From an optimization exercise on the open Yosys and OpenROAD flow, aimed at small area, a short achievable clock period and few clock cycles per item; shortcuts taken in it are not production practice.
No functional check of the RTL was part of any run shown here.
Power and IR drop assume default switching activity.

==> flow/design.v (outline; a module is shown in full before it is edited, if it fits) <==
// module fa: 4 lines
// module ha: 4 lines
// module mac_lane: 819 lines
// module relu_neuron_array: 74 lines
module relu_neuron_array
#(
    parameter int N          = 18,
    parameter int LANES      = 4,
    parameter int K_MAX      = 256,
    parameter int SHIFT      = 18,
    parameter int LEAK_SHIFT = 3
) (
    input  logic                 clk,
    input  logic                 rst,
    input  logic                 in_valid,
    output logic                 in_ready,
    input  logic                 in_last,
    input  logic [N-1:0]         in_x,
    input  logic [LANES*N-1:0]   in_w,
    output logic                 out_valid,
    input  logic                 out_ready,
    output logic [LANES*N-1:0]   out_data,
    output logic                 err_ovf
);
  // ...
==> flow/flow/run.sh <==
#!/bin/bash
cp standard.sh standard.sh.log
bash standard.sh finish SETUP_SLACK_MARGIN=6.45 "BUFFER_PORTS_ARGS=-buffer_cell sky130_fd_sc_hd__buf_2" > standard.log 2>&1
==> flow/standard.sh <==
#!/bin/bash
# synth_recipe.tcl (not shown) runs the flow's synth.tcl, then flattens the netlist and writes it again
# the make line also repeats each setting of config.mk as NAME=value (left out here)
make -C /OpenROAD-flow-scripts/flow DESIGN_CONFIG=/design/flow/config.mk WORK_HOME=/design/flow/orfs CLKGATE_MAP_FILE= SYNTH_SCRIPT=/design/flow/synth_recipe.tcl "${@:-finish}"
==> flow/config.mk <==
export PLATFORM = sky130hd
export DESIGN_NAME = relu_neuron_array
export DESIGN_NICKNAME = relu_neuron_array
export VERILOG_FILES = /design/flow/design.v
export SDC_FILE = /design/flow/constraint.sdc
export NUM_CORES = 4
export LEC_CHECK = 0
export CAP_MARGIN = 20
export CORE_MARGIN = 2
export CORE_UTILIZATION = 65
export CTS_BUF_LIST = sky130_fd_sc_hd__clkbuf_4 sky130_fd_sc_hd__clkbuf_8
export SLEW_MARGIN = 20
export SYNTH_HIERARCHICAL = 1
export SYNTH_MINIMUM_KEEP_SIZE = 0
==> flow/constraint.sdc <==
create_clock -name core_clock -period 10.0 [get_ports {clk}]
set_input_delay 2.0000 -clock core_clock [delete_from_list [all_inputs] [get_ports {clk}]]
set_output_delay 2.0000 -clock core_clock [all_outputs]
set_load 0.01 [all_outputs]
==> flow_metrics.py, run 1 <==
metrics = {
    "place": {
        "placed_cells": 5801,
        "post-place-ws_ns": 6.22,
        "port_buffers": 165,
    },
    "route": {
        "dr.first_iter.drc_count": 3068,
        "antenna_left": 0,
        "via_per_inst": 6.15,
    },
    "cts": {
        "cts_root_buf": "clkbuf_8",
        "htree_levels": 3,
        "clkSlewWorstSetupHoldPaths_ns": 0.06,
        "clk_latency_ns": 0.76,
        "cts_hold_buffers": 0,
    },
    "critical_path": {
        "path_cells": "a22oi_1 -> xnor2_1 -> fa_1 -> fa_1 -> fa_1 -> fa_1 -> fa_1",
        "cp.depth": 7,
        "cp-endpoint": "g_lane[3].u_lane.acc0_q[19]",
        "r2r-start": "g_lane[3].u_lane.w_q[9]",
        "crit_arrival_ns": 4.11,
        "critPathBufInv": 0,
    },
    "grt": {
        "use_met1": 0.449,
        "overflow": 0,
    },
    "final_layout": {
        "buffers": 239,
        "largest_reg_flops": 176,
        "buffer_area_frac": 0.0248,
        "final_cells": 6012,
        "diodes": 3,
        "final-clk-cell-share": 0.0441,
        "nClkBuffers": 159,
    },
    "die": {
        "die_y_um": 289,
        "start_util": 0.657,
        "dieArea_um2": 83700,
    },
    "synth": {
        "synth_simple_gate_area_frac": 0.0863,
        "yosysTopAreaCell": "fa_1",
        "synthDistinctLibCells": 70,
        "synth_top_cells_by_count": "732 x fa_1, 712 x xnor2_1, 612 x a22oi_1",
        "synthTopCellsByArea": "fa_1 28%, dfxtp_1 20%, xnor2_1 12%, a22oi_1 8.7%, ha_1 7.1%",
        "synth_top_family_by_area": "adder cells",
        "yosysWarnings": 8,
        "ys.flop_type": "dfxtp_1",
        "yosysMostFrequentCell": "fa_1",
    },
    "min_path": {
        "hold_depth": 1,
        "hold_end": "err_q",
    },
    "run_status": {
        "status": "no timing/DRC/antenna violations",
    },
    "power": {
        "p_sw_mw": 9.07,
        "power_frac_comb": 0.657,
    },
    "sta": {
        "min_period_ns": 3.50,
        "worst_pin_slew_ns": 0.993,
    },
}
==> inputs of run 2 (changes only) <==
==> flow/flow/run.sh (replaced) <==
#!/bin/bash
cp standard.sh standard.sh.log
bash standard.sh finish SETUP_SLACK_MARGIN=6.6 "BUFFER_PORTS_ARGS=-buffer_cell sky130_fd_sc_hd__buf_2" > standard.log 2>&1
==> flow_metrics.py, run 2 <==
metrics = {
    "synth": {
        "synthDistinctLibCells": 70,
        "synth_seq_cells": 599,
        "yosysWarnings": 8,
        "syn-instance-count": 4926,
        "synth.avg_cell_area_um2": 10.7,
        "synthArstFlopShare": 0.0250,
        "ys_seq_area_frac": 0.241,
        "synth_top_cells_by_count": "732 x fa_1, 712 x xnor2_1, 612 x a22oi_1",
        "synthTopCellsByArea": "fa_1 28%, dfxtp_1 20%, xnor2_1 12%, a22oi_1 8.7%, ha_1 7.1%",
        "netlist.area_leader.share": 0.277,
        "yosysMostFrequentCell": "fa_1",
        "ys.flop_type": "dfxtp_1",
        "syn-cell-area_um2": 52900,
        "synth_enable_flop_cells": 68,
        "yosysTopAreaCell": "fa_1",
    },
    "sta": {
        "holdWs_ns": 0.487,
        "fin_skew_ns": 0.0397,
        "relSlewSlack": 0.375,
        "finalSetupViolations": 0,
        "hold_violations": 0,
        "fin_tns_setup_ns": 0,
        "timing.final.max_slew_violations": 0,
        "worst_pin_slew_ns": 0.936,
        "rsz0062_at_grt": "yes",
        "fmax_mhz": 291,
        "min_period_ns": 3.44,
        "finalCritPeriodShare": 0.344,
    },
    "critical_path": {
        "r2r_cells": 7,
        "crit_type": "register to primary output",
        "cp_data_required_time_ns": 8.00,
        "path_max_fanout": 1,
        "crit_arrival_ns": 1.44,
        "reg2reg_slack_ns": 6.62,
        "critPathTopFamily": "flip-flops",
        "path_cells": "buf_2",
        "start_kind": "register",
        "critPathBufInv": 1,
        "worstReg2RegEnd": "g_lane[2].u_lane.acc0_q[19]",
        "r2r-start": "g_lane[2].u_lane.one_q[5]",
        "max_stage_delay_ns": 0.50,
        "cpMaxStageDelayCell": "edfxtp_1",
        "worst_setup_path_end_kind": "primary output",
    },
    "power": {
        "ir_worst_vdd_mv": 0.257,
        "p_per_area_nw_per_um2": 360,
        "power.total_mw": 20.8,
        "p_leak_nw": 23.3,
    },
    "final_layout": {
        "final_common_cell": "fa_1",
        "layout-drive-gt1-share": 0.140,
        "fin_util": 0.715,
        "most-common-layout-cells": "732 x fa_1, 712 x xnor2_1, 612 x a22oi_1",
        "reg.largest.list": "g_lane.u_lane.acc0_q: 176 flops, g_lane.u_lane.acc1_q: 144 flops, g_lane.u_lane.w_q: 72 flops",
        "fill_cells": 6041,
        "layout.nets": 6027,
        "regMostFlops": "g_lane.u_lane.acc0_q",
        "final_cells": 6058,
        "largest_reg_flops": 176,
        "syn2layout_area_growth_pct": 8.91,
    },
    "min_path": {
        "min_from": "err_q",
        "hold_depth": 1,
        "hold_end": "err_q",
        "hold_class": "register to register",
    },
    "die": {
        "die_w_um": 289,
        "rows": 104,
        "design.portCount": 170,
        "dieArea_um2": 83700,
        "start_util": 0.657,
        "core_region_area_um2": 80500,
        "die_y_um": 289,
    },
    "job": {
        "cap_violations": 0,
    },
    "route": {
        "dr.pass1.iters": 7,
        "dr.first_iter.drc_count": 3028,
        "drc": 0,
        "vias": 37000,
        "drt_wl_total_um": 136000,
        "wl_per_cell_um": 22.5,
        "via_per_inst": 6.12,
        "antenna_left": 0,
    },
    "place": {
        "place_hpwl_um": 95700,
        "port_buffers": 165,
        "placed_cells": 5792,
        "routabilityCongestion": 0.878,
    },
    "grt": {
        "overflow": 0,
        "antenna_found_initial": 15,
        "grt_pass1_wl_um": 216000,
        "grt_start_max_net_pins": 102,
        "grtUsageTotal": 0.332,
        "first_global_vias": 39000,
    },
    "cts": {
        "numCtsBuffers": 108,
        "cts_root_buf": "clkbuf_8",
        "clk_latency_ns": 0.77,
        "clkSlewWorstSetupHoldPaths_ns": 0.06,
        "clockBufferDepth": 3,
        "tritoncts": "yes",
        "htree_levels": 3,
        "cts.sinks": 599,
    },
    "run_status": {
        "status": "no timing/DRC/antenna violations",
    },
}
-- run 2: changes by cell type in the layout (fill, tap and decap cells not counted), moves of 6 or more --
cell / delta
clkinv_2: -7
buf_6: +13
dfxtp_4: +80
dfxtp_2: -66
buf_4: +21
bufinv_16: +6
o21ai_0: -7
clkinv_1: +6
dfxtp_1: -14
o21ai_1: +6
-- run 2: layout make-up --
cell class / count / area [um^2] / area share
Multi-Input combinational cell: 3755 / 38100 / 0.661
Sequential cell: 599 / 13200 / 0.228
Clock buffer: 155 / 2000 / 0.0346
Timing Repair Buffer: 280 / 1850 / 0.0322
Tap cell: 1060 / 1330 / 0.0230
Clock inverter: 47 / 597 / 0.0104
Inverter: 155 / 582 / 0.0101
Antenna cell: 7 / 17.5 / 0.000304
-- run 2: worst max path at each step --
stage / start / end / slack [ns] / cells after the start
floorplan: g_lane[0].u_lane.one_q[3] / g_lane[0].u_lane.acc0_q[19] / 6.60 / 9
global placement: g_lane[1].u_lane.w_q[15] / g_lane[1].u_lane.acc0_q[16] / 6.26 / 7
detailed placement: g_lane[0].u_lane.two_q[2] / g_lane[0].u_lane.acc0_q[19] / 6.25 / 7
CTS: g_lane[0].u_lane.res[0] / out_data[0] / 6.53 / 1
global route: g_lane[0].u_lane.res[1] / out_data[1] / 6.54 / 1
finish: g_lane[0].u_lane.res[0] / out_data[0] / 6.56 / 1
-- run 2: report_power, final --
group          total (mW)  internal [mW]  switching (mW)
sequential           4.39           3.64           0.747
clock                2.76           1.65            1.11
combinational        13.6           6.37            7.23
total                20.8           11.7            9.09
-- run 2: what timing repair did --
action / CTS / global route
gates cloned: 0 / 1
hold buffers: 0 / 0
hold endpoints to repair: 0 / 0
buffers inserted: 3 / 53
pin swaps: 3 / 17
resized for setup: 182 / 97
setup endpoints to repair: 176 / 123
-- run 2: modules after synthesis, one instance, submodules excluded --
module | area (um^2) | cells
mac_lane | 8650 | 973
relu_neuron_array | 741 | 66
fa | 20.0 | 1
ha | 12.5 | 1
-- run 2: logic make-up (layout without fill, tap and decap cells) --
kind of cell,count (synthesis),in the layout,synth area share
flip-flops,599,599,0.241
adder cells (fa/ha/maj),1034,1034,0.348
XOR/XNOR,805,805,0.134
AO/OA/AOI/OAI,1063,1063,0.148
buffers and inverters,575,637,0.0419
multiplexers,2,2,0.000426
other,1,11,0.0000709
AND/OR/NAND/NOR,847,847,0.0863
-- run 2: through the flow --
step	area (um^2)	setup WS, ns
after floorplan	53100	6.60
after global placement	53900	6.26
after detailed placement	53900	6.25
final	57600	6.56
after CTS	56900	6.53
after global routing	57600	6.54
-- run 2: per-layer routing --
layer / share of wire / GRT usage / up-vias
met3: 0.089 / 0.0769 / 288
met1: 0.42 / 0.453 / 18400
met4: 0.026 / 0.102 / 18
li1: - / - / 16700
met2: 0.46 / 0.529 / 1625
met5: 0.00082 / 0 / -
-- run 2: worst reg2reg max path, cell delays in order (launching register included) --
cell and delay (ns):
dfxtp_2 0.63, a22oi_1 0.19, xnor2_1 0.21, fa_1 0.46, fa_1 0.47, fa_1 0.40, fa_1 0.51, fa_1 0.41
==> inputs of run 3 (changes only) <==
==> flow/flow/run.sh (replaced) <==
#!/bin/bash
cp standard.sh standard.sh.log
bash standard.sh finish SETUP_SLACK_MARGIN=6.6 MATCH_CELL_FOOTPRINT=0 "BUFFER_PORTS_ARGS=-buffer_cell sky130_fd_sc_hd__buf_2" > standard.log 2>&1
==> flow_metrics.py, run 3 <==
metrics = {
    "min_path": {
        "hold_class": "register to register",
        "hold_depth": 1,
        "min_from": "err_q",
    },
    "critical_path": {
        "critPathBufInv": 1,
        "cpMaxStageDelayCell": "edfxtp_1",
        "critPathTopFamily": "flip-flops",
        "cp_data_required_time_ns": 8.00,
        "reg2reg_slack_ns": 6.65,
        "r2r_cells": 7,
        "worst_setup_path_end_kind": "primary output",
        "crit_type": "register to primary output",
        "cp.depth": 1,
        "crit_arrival_ns": 1.42,
        "start_kind": "register",
        "crit_path_start": "g_lane[0].u_lane.res[1]",
        "r2r-start": "g_lane[2].u_lane.two_q[0]",
        "path_max_fanout": 1,
        "max_stage_delay_ns": 0.48,
        "path_cells": "buf_2",
    },
    "final_layout": {
        "most-common-layout-cells": "732 x fa_1, 712 x xnor2_1, 612 x a22oi_1",
        "syn2layout_area_growth_pct": 8.40,
        "multi_input_area_um2": 38100,
        "regMostFlops": "g_lane.u_lane.acc0_q",
        "fill_cells": 6035,
        "largest_reg_flops": 176,
        "reg.largest.list": "g_lane.u_lane.acc0_q: 176 flops, g_lane.u_lane.acc1_q: 144 flops, g_lane.u_lane.w_q: 72 flops",
        "fin_util": 0.712,
        "layout-drive-gt1-share": 0.140,
        "layout.nets": 6020,
        "seqCellArea_um2": 13200,
        "final_common_cell": "fa_1",
    },
    "cts": {
        "cts_root_buf": "clkbuf_8",
        "clockBufferDepth": 3,
        "tritoncts": "yes",
        "cts.sinks": 599,
        "htree_levels": 3,
        "numCtsBuffers": 107,
        "clk_latency_ns": 0.80,
        "clkSlewWorstSetupHoldPaths_ns": 0.06,
    },
    "sta": {
        "relSlewSlack": 0.432,
        "finalSetupViolations": 0,
        "worst_pin_slew_ns": 0.851,
        "fmax_mhz": 292,
        "timing.final.max_slew_violations": 0,
        "finalCritPeriodShare": 0.342,
        "fin_skew_ns": 0.0453,
        "min_period_ns": 3.42,
        "rsz0062_at_grt": "yes",
        "fin_tns_setup_ns": 0,
        "hold_violations": 0,
    },
    "route": {
        "drc": 0,
        "via_per_inst": 6.18,
        "wl_per_cell_um": 22.7,
        "dr.pass1.iters": 8,
        "dr.first_iter.drc_count": 3222,
        "drt_wl_total_um": 137000,
        "vias": 37300,
        "antenna_left": 0,
    },
    "die": {
        "core_region_area_um2": 80500,
        "die_w_um": 289,
        "die_y_um": 289,
        "design.portCount": 170,
        "start_util": 0.657,
        "rows": 104,
        "dieArea_um2": 83700,
    },
    "job": {
        "cap_violations": 0,
    },
    "grt": {
        "antenna_found_initial": 9,
        "grtUsageTotal": 0.335,
        "grt_start_max_net_pins": 100,
        "first_global_vias": 39100,
        "grt_pass1_wl_um": 218000,
        "overflow": 0,
    },
    "place": {
        "place_hpwl_um": 94500,
        "port_buffers": 165,
        "routabilityCongestion": 0.899,
    },
    "power": {
        "p_per_area_nw_per_um2": 357,
        "ir_worst_vdd_mv": 0.354,
        "p_leak_nw": 23.2,
    },
    "synth": {
        "ys.flop_type": "dfxtp_1",
        "synthArstFlopShare": 0.0250,
        "yosysTopAreaCell": "fa_1",
        "synth_top_cells_by_count": "732 x fa_1, 712 x xnor2_1, 612 x a22oi_1",
        "yosysWarnings": 8,
        "netlist.area_leader.share": 0.277,
        "synth.avg_cell_area_um2": 10.7,
        "synthTopCellsByArea": "fa_1 28%, dfxtp_1 20%, xnor2_1 12%, a22oi_1 8.7%, ha_1 7.1%",
        "syn-cell-area_um2": 52900,
        "syn-instance-count": 4926,
        "yosysMostFrequentCell": "fa_1",
        "synth_enable_flop_cells": 68,
        "synth_seq_cells": 599,
        "ys_seq_area_frac": 0.241,
        "synthDistinctLibCells": 70,
    },
    "run_status": {
        "status": "no timing/DRC/antenna violations",
    },
}
==> run 3: cell types whose count changed in the layout (fill, tap and decap cells not counted), sizes merged <==
cell,previous run,this run
clkinv,29,33
bufinv,14,8
clkbuf,157,151
diode,7,4
clkinvlp,1,5
buf,278,273
inv,158,160
==> run 3: layout make-up <==
type                    instances  share of cell area
clock buffers                 150              0.0333
diodes                          4            0.000175
clock inverters                51             0.00901
inverters                     155              0.0101
multi-input cells            3755               0.664
well taps                    1060              0.0231
repair buffers                274              0.0307
flip-flops and latches        599               0.230
==> run 3: timing repair <==
item                       in CTS  in global routing
gates resized for setup       185                 93
setup buffers                   7                 41
hold buffers                    0                  0
pin swaps                       5                  8
setup endpoints to repair     183                142
==> run 3: stage by stage <==
stage / cells / hold WS [ns] / setup slack, ns / total power, mW / cell area [um^2]
after floorplan: 4929 / 0.450 / 6.60 / 14.5 / 53100
final: 6048 / 0.493 / 6.58 / 20.5 / 57400
after global routing: 6046 / 0.511 / 6.53 / 22.9 / 57400
after global placement: 5795 / 0.457 / 5.92 / 17.3 / 53900
after CTS: 6003 / 0.499 / 6.53 / 20.7 / 56700
after detailed placement: 5795 / 0.478 / 5.90 / 17.8 / 53900
==> run 3: report_power, final <==
group          leakage (nW)  internal [mW]  switching [mW]
combinational          16.7           6.32            7.17
clock                  1.28           1.46            1.15
sequential             5.21           3.64           0.758
total                  23.2           11.4            9.08
==> run 3: worst paths after layout <==
check	end
min in group asynchronous	v_q
worst max-delay path	out_data[1]
worst min-delay path	err_q
worst max register to register	g_lane[2].u_lane.acc0_q[19]
worst min register to register	err_q
max in group asynchronous	rdy_q
==> run 3: modules after synthesis (local to each module, per instance) <==
| module | cells | flip-flops and latches | times used | cell area [um^2] |
|---|---|---|---|---|
| ha | 1 | 0 | 240 | 12.5 |
| fa | 1 | 0 | 728 | 20.0 |
| relu_neuron_array | 66 | 15 | 1 | 741 |
| mac_lane | 973 | 146 | 4 | 8650 |
==> run 3: kinds of logic (layout without fill, tap and decap cells) <==
group / after synthesis / count (layout) / synth area share
buffers and inverters: 575 / 630 / 0.0419
DFF: 599 / 599 / 0.241
and+or+nand+nor: 847 / 847 / 0.0863
other: 1 / 8 / 0.0000709
muxes: 2 / 2 / 0.000426
xor gates and xnor gates: 805 / 805 / 0.134
adders and majority gates: 1034 / 1034 / 0.348
AOI/OAI and AO/OA: 1063 / 1063 / 0.148
==> run 3: metal layers <==
metal,vias up,GRT usage,share of wire
met5,-,0,0.00050
li1,16600,-,-
met2,1733,0.539,0.47
met3,347,0.0728,0.090
met4,10,0.115,0.033
met1,18600,0.450,0.41

[what the ideal ports hide]
How much do the figures lean on ideal ports? The routed layouts below were timed once more, with nothing changed but the port constraints.
Step 1 assumes that a clkbuf_16 drives the clock port and a buf_2 every other input.
Step 2 adds t to the input delays and takes it off the output delays; t is the mean of the earliest and latest rising clock arrival at the registers after step 1. Input paths then give back, and output paths get back, about the clock's delay inside the block.
Slacks: no drivers / after step 1 / after step 2; pairs: no drivers / after step 1.
| run | t, ns | setup WS [ns] | worst data-port slew with drivers (ns) |
|---|---|---|---|
| run 1 | 0.812 | 6.502 / 6.499 / 6.338 | 0.12 |
| run 2 | 0.820 | 6.561 / 6.489 / 6.284 | 0.12 |
| run 3 | 0.838 | 6.580 / 6.510 / 6.134 | 0.13 |
After both steps setup and hold are still met in every run listed. The setup slack of run 3, which loses most, moves by -0.070 ns with the drivers and by -0.446 ns with both steps.
